This is an optimization exercise on Yosys and OpenROAD, whose aim is small area, not a production implementation.
Where RTL was checked, it was by simulation tests only, not by an equivalence proof against the original. The clock port is modelled as an ideal driver; clocking choices that lean on that would not hold on a real chip.

==> inputs of xenon <==
==> flow/design.v <==
module reg_file #(
  parameter int DATA_W = 32,
  parameter int ADDR_W = 5
) (
  input  logic              clk,
  input  logic              rst_n,
  input  logic              we,
  input  logic [ADDR_W-1:0] waddr,
  input  logic [DATA_W-1:0] wdata,
  input  logic [ADDR_W-1:0] raddr1,
  output logic [DATA_W-1:0] rdata1,
  input  logic [ADDR_W-1:0] raddr2,
  output logic [DATA_W-1:0] rdata2
);
  localparam int NREG = 1 << ADDR_W;
  logic [DATA_W-1:0] regs_q [NREG];
  logic              wr_en;
  assign wr_en = we && (waddr != '0);
  always_ff @(posedge clk or negedge rst_n) begin
    if (!rst_n) begin
      for (int i = 0; i < NREG; i++) regs_q[i] <= '0;
    end else if (wr_en) begin
      regs_q[waddr] <= wdata;
    end
  end
  assign rdata1 = (raddr1 == '0) ? '0 : regs_q[raddr1];
  assign rdata2 = (raddr2 == '0) ? '0 : regs_q[raddr2];
endmodule
==> flow/run.sh <==
#!/bin/bash
# synth_recipe.tcl (not shown) runs the flow's synth.tcl, then flattens the netlist and writes it again
# the make line also repeats each setting of config.mk as NAME=value (left out here)
make -C /OpenROAD-flow-scripts/flow DESIGN_CONFIG=/design/flow/config.mk WORK_HOME=/design/flow/orfs CLKGATE_MAP_FILE= SYNTH_SCRIPT=/design/flow/synth_recipe.tcl finish
==> flow/config.mk <==
export PLATFORM = sky130hd
export DESIGN_NAME = reg_file
export DESIGN_NICKNAME = reg_file
export VERILOG_FILES = /design/flow/design.v
export SDC_FILE = /design/flow/constraint.sdc
export NUM_CORES = 4
export LEC_CHECK = 0
export CAP_MARGIN = 20
export CORE_MARGIN = 2
export CORE_UTILIZATION = 50
export SLEW_MARGIN = 20
==> flow/constraint.sdc <==
create_clock -name core_clock -period 10.0 [get_ports {clk}]
set_input_delay 2.0000 -clock core_clock [delete_from_list [all_inputs] [get_ports {clk}]]
set_output_delay 2.0000 -clock core_clock [all_outputs]
set_load 0.01 [all_outputs]
==> inputs of sierra, as changes to xenon <==
==> flow/design.v (replaced) <==
module reg_file #(
  parameter int DATA_W = 32,
  parameter int ADDR_W = 5
) (
  input  logic              clk,
  input  logic              rst_n,
  input  logic              we,
  input  logic [ADDR_W-1:0] waddr,
  input  logic [DATA_W-1:0] wdata,
  input  logic [ADDR_W-1:0] raddr1,
  output logic [DATA_W-1:0] rdata1,
  input  logic [ADDR_W-1:0] raddr2,
  output logic [DATA_W-1:0] rdata2
);
  localparam int NREG = 1 << ADDR_W;
  logic [DATA_W-1:0] data_q [NREG];
  logic [DATA_W-1:0] data_d [NREG];
  logic [NREG-1:0]   valid_q;
  logic [NREG-1:0]   wsel;
  logic [NREG-1:0]   wsel_n;
  logic [NREG-1:0]   rsel1;
  logic [NREG-1:0]   rsel2;
  logic [3:0] wlo, rlo1, rlo2;
  logic [7:0] whi, rhi1, rhi2;
  always_comb begin
    for (int k = 0; k < 4; k++) begin
      wlo[k]  = (waddr[1:0]  == 2'(k));
      rlo1[k] = (raddr1[1:0] == 2'(k));
      rlo2[k] = (raddr2[1:0] == 2'(k));
    end
    for (int k = 0; k < 8; k++) begin
      whi[k]  = we && (waddr[4:2] == 3'(k));
      rhi1[k] = (raddr1[4:2] == 3'(k));
      rhi2[k] = (raddr2[4:2] == 3'(k));
    end
  end
  assign wsel[0]   = 1'b0;
  assign wsel_n[0] = 1'b1;
  assign rsel1[0]  = 1'b0;
  assign rsel2[0]  = 1'b0;
  for (genvar i = 1; i < NREG; i++) begin : g_sel
    rf_wdec u_wdec (.lo(wlo[i%4]), .hi(whi[i/4]), .s(wsel[i]), .sn(wsel_n[i]));
    rf_and3 u_rdec1 (.a(rlo1[i%4]), .b(rhi1[i/4]), .c(valid_q[i]), .y(rsel1[i]));
    rf_and3 u_rdec2 (.a(rlo2[i%4]), .b(rhi2[i/4]), .c(valid_q[i]), .y(rsel2[i]));
  end
  always_ff @(posedge clk or negedge rst_n) begin
    if (!rst_n) valid_q[NREG-1:1] <= '0;
    else        valid_q[NREG-1:1] <= valid_q[NREG-1:1] | wsel[NREG-1:1];
  end
  assign valid_q[0] = 1'b0;
  assign data_q[0] = '0;
  assign data_d[0] = '0;
  for (genvar i = 1; i < NREG; i++) begin : g_reg
    for (genvar b = 0; b < DATA_W; b++) begin : g_bit
      rf_hold u_hold (.q(data_q[i][b]), .d(wdata[b]), .s(wsel[i]), .sn(wsel_n[i]), .y(data_d[i][b]));
    end
    always_ff @(posedge clk) data_q[i] <= data_d[i];
  end
  for (genvar b = 0; b < DATA_W; b++) begin : g_rd
    logic [NREG-2:0] col;
    for (genvar i = 1; i < NREG; i++) begin : g_col
      assign col[i-1] = data_q[i][b];
    end
    rf_mux31 u_rd1 (.sel(rsel1[NREG-1:1]), .dat(col), .y(rdata1[b]));
    rf_mux31 u_rd2 (.sel(rsel2[NREG-1:1]), .dat(col), .y(rdata2[b]));
  end
endmodule
module rf_wdec (
  input  logic lo,
  input  logic hi,
  output logic s,
  output logic sn
);
  assign s  = lo & hi;
  assign sn = ~(lo & hi);
endmodule
module rf_and3 (
  input  logic a,
  input  logic b,
  input  logic c,
  output logic y
);
  assign y = a & b & c;
endmodule
module rf_hold (
  input  logic q,
  input  logic d,
  input  logic s,
  input  logic sn,
  output logic y
);
  assign y = (q & sn) | (d & s);
endmodule
module rf_aoi222 (
  input  logic [2:0] s,
  input  logic [2:0] d,
  output logic       y
);
  assign y = ~((s[0] & d[0]) | (s[1] & d[1]) | (s[2] & d[2]));
endmodule
module rf_nand2 (
  input  logic s,
  input  logic d,
  output logic y
);
  assign y = ~(s & d);
endmodule
module rf_nand4 (
  input  logic [3:0] a,
  output logic       y
);
  assign y = ~&a;
endmodule
module rf_nand3 (
  input  logic [2:0] a,
  output logic       y
);
  assign y = ~&a;
endmodule
module rf_or3 (
  input  logic [2:0] a,
  output logic       y
);
  assign y = |a;
endmodule
module rf_mux31 (
  input  logic [30:0] sel,
  input  logic [30:0] dat,
  output logic        y
);
  logic [10:0] t;    
  logic [2:0]  u;    
  for (genvar g = 0; g < 10; g++) begin : g_aoi
    rf_aoi222 u_aoi (.s(sel[3*g+2:3*g]), .d(dat[3*g+2:3*g]), .y(t[g]));
  end
  rf_nand2 u_last (.s(sel[30]), .d(dat[30]), .y(t[10]));
  rf_nand4 u_n0 (.a(t[3:0]),  .y(u[0]));
  rf_nand4 u_n1 (.a(t[7:4]),  .y(u[1]));
  rf_nand3 u_n2 (.a(t[10:8]), .y(u[2]));
  rf_or3   u_o  (.a(u), .y(y));
endmodule
==> flow/flow/run.sh (new file) <==
#!/bin/bash
# The standard layout (standard.sh), with two changes to how it is made:
# - the input and output port buffers are sky130_fd_sc_hd__buf_1;
# - the clock tree uses larger sink clusters and no dummy loads.
# Each tool's output goes to a log file in this folder.
set -e
cat >> "$FLOW_CONFIG" <<'EOF'
export BUFFER_PORTS_ARGS = -buffer_cell sky130_fd_sc_hd__buf_1
export CTS_ARGS = -sink_clustering_enable -repair_clock_nets -dont_use_dummy_load -sink_clustering_size 30 -sink_clustering_max_diameter 100
EOF
cp "$FLOW_CONFIG" config_used.mk.txt
bash standard.sh > standard.log 2>&1
==> flow/standard.sh (new file) <==
#!/bin/bash
# synth_recipe.tcl (not shown) runs the flow's synth.tcl, then flattens the netlist and writes it again
# the make line also repeats each setting of config.mk as NAME=value (left out here)
make -C /OpenROAD-flow-scripts/flow DESIGN_CONFIG=/design/flow/config.mk WORK_HOME=/design/flow/orfs CLKGATE_MAP_FILE= SYNTH_SCRIPT=/design/flow/synth_recipe.tcl "${@:-finish}"
BUFFER_PORTS_ARGS = -buffer_cell sky130_fd_sc_hd__buf_1   (was default)
CAP_MARGIN = 15   (was 20)
CTS_ARGS = -sink_clustering_enable -repair_clock_nets -dont_use_dummy_load -sink_clustering_size 30 -sink_clustering_max_diameter 100   (was default)
PLACE_DENSITY = 0.85   (was default)
SLEW_MARGIN = 15   (was 20)
SYNTH_HIERARCHICAL = 1   (was default)
SYNTH_MINIMUM_KEEP_SIZE = 0   (was default)
removed: flow/run.sh
==> inputs of umber, as changes to xenon <==
==> flow/design.v (replaced) <==
module reg_file #(
  parameter int DATA_W = 32,
  parameter int ADDR_W = 5
) (
  input  logic              clk,
  input  logic              rst_n,
  input  logic              we,
  input  logic [ADDR_W-1:0] waddr,
  input  logic [DATA_W-1:0] wdata,
  input  logic [ADDR_W-1:0] raddr1,
  output logic [DATA_W-1:0] rdata1,
  input  logic [ADDR_W-1:0] raddr2,
  output logic [DATA_W-1:0] rdata2
);
  localparam int NREG = 1 << ADDR_W;
  logic [DATA_W-1:0] data_q [NREG];
  logic [DATA_W-1:0] data_d [NREG];
  logic [NREG-1:0]   valid_q;
  logic [NREG-1:0]   wsel;
  logic [NREG-1:0]   wsel_n;
  logic [NREG-1:0]   rsel1;
  logic [NREG-1:0]   rsel2;
  logic [3:0] wlo, rlo1, rlo2;
  logic [7:0] whi, rhi1, rhi2;
  always_comb begin
    for (int k = 0; k < 4; k++) begin
      wlo[k]  = (waddr[1:0]  == 2'(k));
      rlo1[k] = (raddr1[1:0] == 2'(k));
      rlo2[k] = (raddr2[1:0] == 2'(k));
    end
    for (int k = 0; k < 8; k++) begin
      whi[k]  = we && (waddr[4:2] == 3'(k));
      rhi1[k] = (raddr1[4:2] == 3'(k));
      rhi2[k] = (raddr2[4:2] == 3'(k));
    end
  end
  assign wsel[0]   = 1'b0;
  assign wsel_n[0] = 1'b1;
  assign rsel1[0]  = 1'b0;
  assign rsel2[0]  = 1'b0;
  for (genvar i = 1; i < NREG; i++) begin : g_sel
    rf_wdec u_wdec (.lo(wlo[i%4]), .hi(whi[i/4]), .s(wsel[i]), .sn(wsel_n[i]));
    rf_and3 u_rdec1 (.a(rlo1[i%4]), .b(rhi1[i/4]), .c(valid_q[i]), .y(rsel1[i]));
    rf_and3 u_rdec2 (.a(rlo2[i%4]), .b(rhi2[i/4]), .c(valid_q[i]), .y(rsel2[i]));
  end
  always_ff @(posedge clk or negedge rst_n) begin
    if (!rst_n) valid_q[NREG-1:1] <= '0;
    else        valid_q[NREG-1:1] <= valid_q[NREG-1:1] | wsel[NREG-1:1];
  end
  assign valid_q[0] = 1'b0;
  assign data_q[0] = '0;
  assign data_d[0] = '0;
  for (genvar i = 1; i < NREG; i++) begin : g_reg
    for (genvar b = 0; b < DATA_W; b++) begin : g_bit
      rf_hold u_hold (.q(data_q[i][b]), .d(wdata[b]), .s(wsel[i]), .sn(wsel_n[i]), .y(data_d[i][b]));
    end
    always_ff @(posedge clk) data_q[i] <= data_d[i];
  end
  for (genvar b = 0; b < DATA_W; b++) begin : g_rd
    logic [NREG-2:0] col;
    for (genvar i = 1; i < NREG; i++) begin : g_col
      assign col[i-1] = data_q[i][b];
    end
    rf_mux31 u_rd1 (.sel(rsel1[NREG-1:1]), .dat(col), .y(rdata1[b]));
    rf_mux31 u_rd2 (.sel(rsel2[NREG-1:1]), .dat(col), .y(rdata2[b]));
  end
endmodule
module rf_wdec (
  input  logic lo,
  input  logic hi,
  output logic s,
  output logic sn
);
  assign s  = lo & hi;
  assign sn = ~(lo & hi);
endmodule
module rf_and3 (
  input  logic a,
  input  logic b,
  input  logic c,
  output logic y
);
  assign y = a & b & c;
endmodule
module rf_hold (
  input  logic q,
  input  logic d,
  input  logic s,
  input  logic sn,
  output logic y
);
  assign y = (q & sn) | (d & s);
endmodule
module rf_aoi222 (
  input  logic [2:0] s,
  input  logic [2:0] d,
  output logic       y
);
  assign y = ~((s[0] & d[0]) | (s[1] & d[1]) | (s[2] & d[2]));
endmodule
module rf_nand2 (
  input  logic s,
  input  logic d,
  output logic y
);
  assign y = ~(s & d);
endmodule
module rf_nand4 (
  input  logic [3:0] a,
  output logic       y
);
  assign y = ~&a;
endmodule
module rf_nand3 (
  input  logic [2:0] a,
  output logic       y
);
  assign y = ~&a;
endmodule
module rf_or3 (
  input  logic [2:0] a,
  output logic       y
);
  assign y = |a;
endmodule
module rf_mux31 (
  input  logic [30:0] sel,
  input  logic [30:0] dat,
  output logic        y
);
  logic [10:0] t;    
  logic [2:0]  u;    
  for (genvar g = 0; g < 10; g++) begin : g_aoi
    rf_aoi222 u_aoi (.s(sel[3*g+2:3*g]), .d(dat[3*g+2:3*g]), .y(t[g]));
  end
  rf_nand2 u_last (.s(sel[30]), .d(dat[30]), .y(t[10]));
  rf_nand4 u_n0 (.a(t[3:0]),  .y(u[0]));
  rf_nand4 u_n1 (.a(t[7:4]),  .y(u[1]));
  rf_nand3 u_n2 (.a(t[10:8]), .y(u[2]));
  rf_or3   u_o  (.a(u), .y(y));
endmodule
==> flow/flow/run.sh (new file) <==
#!/bin/bash
# The standard layout (standard.sh), with two changes to how it is made:
# - the input and output port buffers are sky130_fd_sc_hd__buf_1;
# - the clock tree uses larger sink clusters and no dummy loads.
# Each tool's output goes to a log file in this folder.
set -e
cat >> "$FLOW_CONFIG" <<'EOF'
export BUFFER_PORTS_ARGS = -buffer_cell sky130_fd_sc_hd__buf_1
export CTS_ARGS = -sink_clustering_enable -repair_clock_nets -dont_use_dummy_load -sink_clustering_size 25 -sink_clustering_max_diameter 80
EOF
cp "$FLOW_CONFIG" config_used.mk.txt
bash standard.sh > standard.log 2>&1
==> flow/standard.sh (new file) <==
#!/bin/bash
# synth_recipe.tcl (not shown) runs the flow's synth.tcl, then flattens the netlist and writes it again
# the make line also repeats each setting of config.mk as NAME=value (left out here)
make -C /OpenROAD-flow-scripts/flow DESIGN_CONFIG=/design/flow/config.mk WORK_HOME=/design/flow/orfs CLKGATE_MAP_FILE= SYNTH_SCRIPT=/design/flow/synth_recipe.tcl "${@:-finish}"
BUFFER_PORTS_ARGS = -buffer_cell sky130_fd_sc_hd__buf_1   (was default)
CAP_MARGIN = 0   (was 20)
CORE_UTILIZATION = 65   (was 50)
CTS_ARGS = -sink_clustering_enable -repair_clock_nets -dont_use_dummy_load -sink_clustering_size 25 -sink_clustering_max_diameter 80   (was default)
SLEW_MARGIN = 0   (was 20)
SYNTH_HIERARCHICAL = 1   (was default)
SYNTH_MINIMUM_KEEP_SIZE = 0   (was default)
removed: flow/run.sh
==> notes <==
xenon completed without violations. sierra went through all stages and came out clean. umber went through all stages and came out clean.
Synthesized area is the same in sierra and umber.
In sierra the via count is lower than in umber, by 2.7%.
Between umber and xenon, the lower final area is in umber (gap 28%, measured against xenon).
Of sierra and umber, sierra has the higher fmax (gap about 6.4%, measured against umber).
No functional check of the RTL was part of xenon.

==> what the ideal ports hide <==
In the flow no input, the clock included, has a driving cell. The finished layouts below were timed again as built, in two steps. Step 1 sets driving cells, clkbuf_16 on the clock port and buf_2 on the other inputs (assumed; they add their load-dependent delay and slew). Step 2 times the ports against the registers' clock, not the clock port: input delays grow and output delays shrink by t, the midpoint of the rising clock arrivals with the driver on. Three values: ideal, step 1, step 2; two values: the first two.
| run | t (ns) | slack for setup (ns) | latest minus earliest clock arrival (ns) | cell pins on the clock port's net |
|---|---|---|---|---|
| xenon | 0.789 | 1.568 / 1.541 / 1.541 | 0.033 / 0.034 | 1 |
| sierra | 0.686 | 3.045 / 3.018 / 3.018 | 0.071 / 0.070 | 1 |
| umber | 0.718 | 2.599 / 2.575 / 2.575 | 0.034 / 0.033 | 1 |
After both steps every run listed still meets setup and hold.
